This is an optimization exercise on Yosys and OpenROAD, whose aim is small area, not a production implementation. In this exercise RTL edits were held to simulation tests only and were not proved equivalent to the original. Power is estimated from default activity; no workload was simulated.

Design tile_ws_grid, start of the top module:
module tile_ws_grid
#(
  parameter int unsigned ROWS    = 4,
  parameter int unsigned COLS    = 4,
  parameter int unsigned A_W     = tile_ws_grid_pkg::TILE_A_W,
  parameter int unsigned B_W     = tile_ws_grid_pkg::TILE_B_W,
  parameter int unsigned D_W     = tile_ws_grid_pkg::TILE_D_W,
  parameter int unsigned SHIFT_W = tile_ws_grid_pkg::TILE_SHIFT_W,
  parameter int unsigned CY_W    = tile_ws_grid_pkg::TILE_CY_W
) (
  input  logic                    clock,
  input  logic                    reset,
  input  logic [ROWS*A_W-1:0]     io_in_a,
  input  logic [COLS*B_W-1:0]     io_in_b,
  input  logic [COLS-1:0]         io_in_b_shift,
  input  logic [COLS*D_W-1:0]     io_in_d,
  input  logic [COLS-1:0]         io_in_control_propagate,
  input  logic [COLS*SHIFT_W-1:0] io_in_control_shift,
  input  logic [COLS-1:0]         io_in_valid,
  output logic [ROWS*A_W-1:0]     io_out_a,
  output logic [COLS*B_W-1:0]     io_out_b,
  output logic [COLS*D_W-1:0]     io_out_c,
  output logic [COLS-1:0]         io_out_control_propagate,
  output logic [COLS*SHIFT_W-1:0] io_out_control_shift,
  output logic [COLS-1:0]         io_out_valid
);
clock: 11.0 ns
lec_check: 0
abc_area: 1
cap_margin: 20
core_margin: 2
core_utilization: 45
cts_buf_list: sky130_fd_sc_hd__clkbuf_4 sky130_fd_sc_hd__clkbuf_8
place_density: 0.6
slew_margin: 20
standard.sh (not shown) runs the stock make flow with config.mk's settings and CLKGATE_MAP_FILE= SYNTH_SCRIPT=/design/flow/synth_recipe.tcl, a recipe that flattens the netlist after the stock synthesis.
==> flow/flow/run.sh <==
#!/bin/bash
# The standard layout (standard.sh, the standard flow's own ORFS run) with these changes:
#  - synthesis skips the ABC pass inside Yosys's generic synth script (SYNTH_ARGS=-noabc),
#    so the full adders written in the RTL reach extract_fa as written; registers are
#    mapped exactly as in the standard synthesis;
#  - after synthesis, remap.tcl re-maps only the plain gates of that netlist with the
#    area-oriented ABC script remap.abc (registers, adders and tie cells untouched), and the
#    flow continues from that netlist;
#  - every port still gets its buffer, but the smallest one (buf_1) rather than the
#    delay buffer buffer_ports picks by default.
# Logs: flow_synth.log, flow_remap.log, flow_layout.log in the work folder, and ORFS's own
# per-step logs under orfs/logs/.
set -euo pipefail
ARGS=(SYNTH_ARGS=-noabc "BUFFER_PORTS_ARGS=-buffer_cell sky130_fd_sc_hd__buf_1")
RES=orfs/results/${FLOW_PLATFORM}/tile_ws_grid/base
bash standard.sh "${ARGS[@]}" synth > flow_synth.log 2>&1
cp "$RES/1_2_yosys.v" "$RES/1_2_yosys.standard.v"
IN="$RES/1_2_yosys.standard.v" OUT="$RES/1_2_yosys.v" TOP="$FLOW_TOP" \
  LIB="$FLOW_HOME/platforms/sky130hd/lib/sky130_fd_sc_hd__tt_025C_1v80.lib" \
  SCRIPT="$PWD/flow/remap.abc" \
  yosys -c flow/remap.tcl > flow_remap.log 2>&1
rm -f "$RES/1_synth.odb" "$RES/1_synth.sdc"
bash standard.sh "${ARGS[@]}" finish > flow_layout.log 2>&1
test -s out/final.def
Other scripts of this flow, unchanged in this note and not shown: flow/flow/remap.abc, flow/flow/remap.tcl
The first run finished clean.
Change:
--- a/flow/config.mk
+++ b/flow/config.mk
@@ -10,5 +10,5 @@
 export CORE_MARGIN = 2
-export CORE_UTILIZATION = 45
+export CORE_UTILIZATION = 60
 export CTS_BUF_LIST = sky130_fd_sc_hd__clkbuf_4 sky130_fd_sc_hd__clkbuf_8
-export PLACE_DENSITY = 0.6
+export PLACE_DENSITY = 0.7
 export SLEW_MARGIN = 20
- die area goes down by 25%
- setup slack gets worse by 0.024 ns
- global-route usage rises by 9.0 points
- worst hold slack barely changes
- critical path depth went up by 9
- clock-buffer cell count is lower by 53
- fmax hardly moves
- combinational power increases by about 5%
Change:
--- a/flow/config.mk
+++ b/flow/config.mk
@@ -10,5 +10,4 @@
 export CORE_MARGIN = 2
-export CORE_UTILIZATION = 60
-export CTS_BUF_LIST = sky130_fd_sc_hd__clkbuf_4 sky130_fd_sc_hd__clkbuf_8
-export PLACE_DENSITY = 0.7
+export CORE_UTILIZATION = 45
+export PLACE_DENSITY = 0.6
 export SLEW_MARGIN = 20
After rerunning: Area after synthesis does not change. Final area increases slightly. Routed wire length climbs by a few percent. Worst setup slack is better by 0.025 ns.
Change:
--- a/flow/flow/run.sh
+++ b/flow/flow/run.sh
@@ -8,2 +8,4 @@
 #    flow continues from that netlist;
+#  - clock tree synthesis runs with ORFS's usual arguments plus -dont_use_dummy_load (no
+#    extra dummy loads to balance the tree) and larger sink clusters (25 sinks, 100 um);
 #  - every port still gets its buffer, but the smallest one (buf_1) rather than the
@@ -13,3 +15,4 @@
 set -euo pipefail
-ARGS=(SYNTH_ARGS=-noabc "BUFFER_PORTS_ARGS=-buffer_cell sky130_fd_sc_hd__buf_1")
+ARGS=(SYNTH_ARGS=-noabc "BUFFER_PORTS_ARGS=-buffer_cell sky130_fd_sc_hd__buf_1"
+  "CTS_ARGS=-sink_clustering_enable -repair_clock_nets -dont_use_dummy_load -sink_clustering_size 25 -sink_clustering_max_diameter 100")
 RES=orfs/results/${FLOW_PLATFORM}/tile_ws_grid/base
--- a/flow/config.mk
+++ b/flow/config.mk
@@ -10,4 +10,4 @@
 export CORE_MARGIN = 2
-export CORE_UTILIZATION = 45
-export PLACE_DENSITY = 0.6
+export CORE_UTILIZATION = 60
+export PLACE_DENSITY = 0.7
 export SLEW_MARGIN = 20
The changed run went through all stages and came out clean.
Wire length fell by a few percent.
Synthesized cell count does not change.
Synthesized area does not change.
Setup slack degrades by 0.090 ns.
Sequential cell count does not change.
Via count goes up by a few percent.
Clock-buffer cell count came out lower by 144.
Cell area falls by a few percent.
Non-clock buffer count went down by 22.

==> separate check: timing with driven ports <==
Ports are ideal in the flow. The routed layouts listed here were re-timed in OpenROAD.
Step 1 assumes that a clkbuf_16 drives the clock port and a buf_2 every other input.
Step 2 times the ports against the registers' clock, not the clock port: input delays grow and output delays shrink by t, the midpoint of the rising clock arrivals with the driver on.
Slacks: ideal / step 1 / step 2; pairs: ideal / step 1.
| run | t (ns) | setup WS [ns] | worst setup path after step 2 |
|---|---|---|---|
| the first run | 1.115 | 0.439 / 0.439 / -0.456 | input to register |
| the second run | 1.109 | 0.415 / 0.319 / -0.431 | input to register |
| the third run | 0.911 | 0.440 / 0.498 / -0.400 | input to register |
| the fourth run | 0.827 | 0.350 / 0.317 / -0.397 | input to register |
With both steps, setup timing fails in every run listed, where it was met with ideal ports. The setup slack of the first run, which loses most, moves by 0.000 ns with the drivers and by -0.895 ns with both steps.
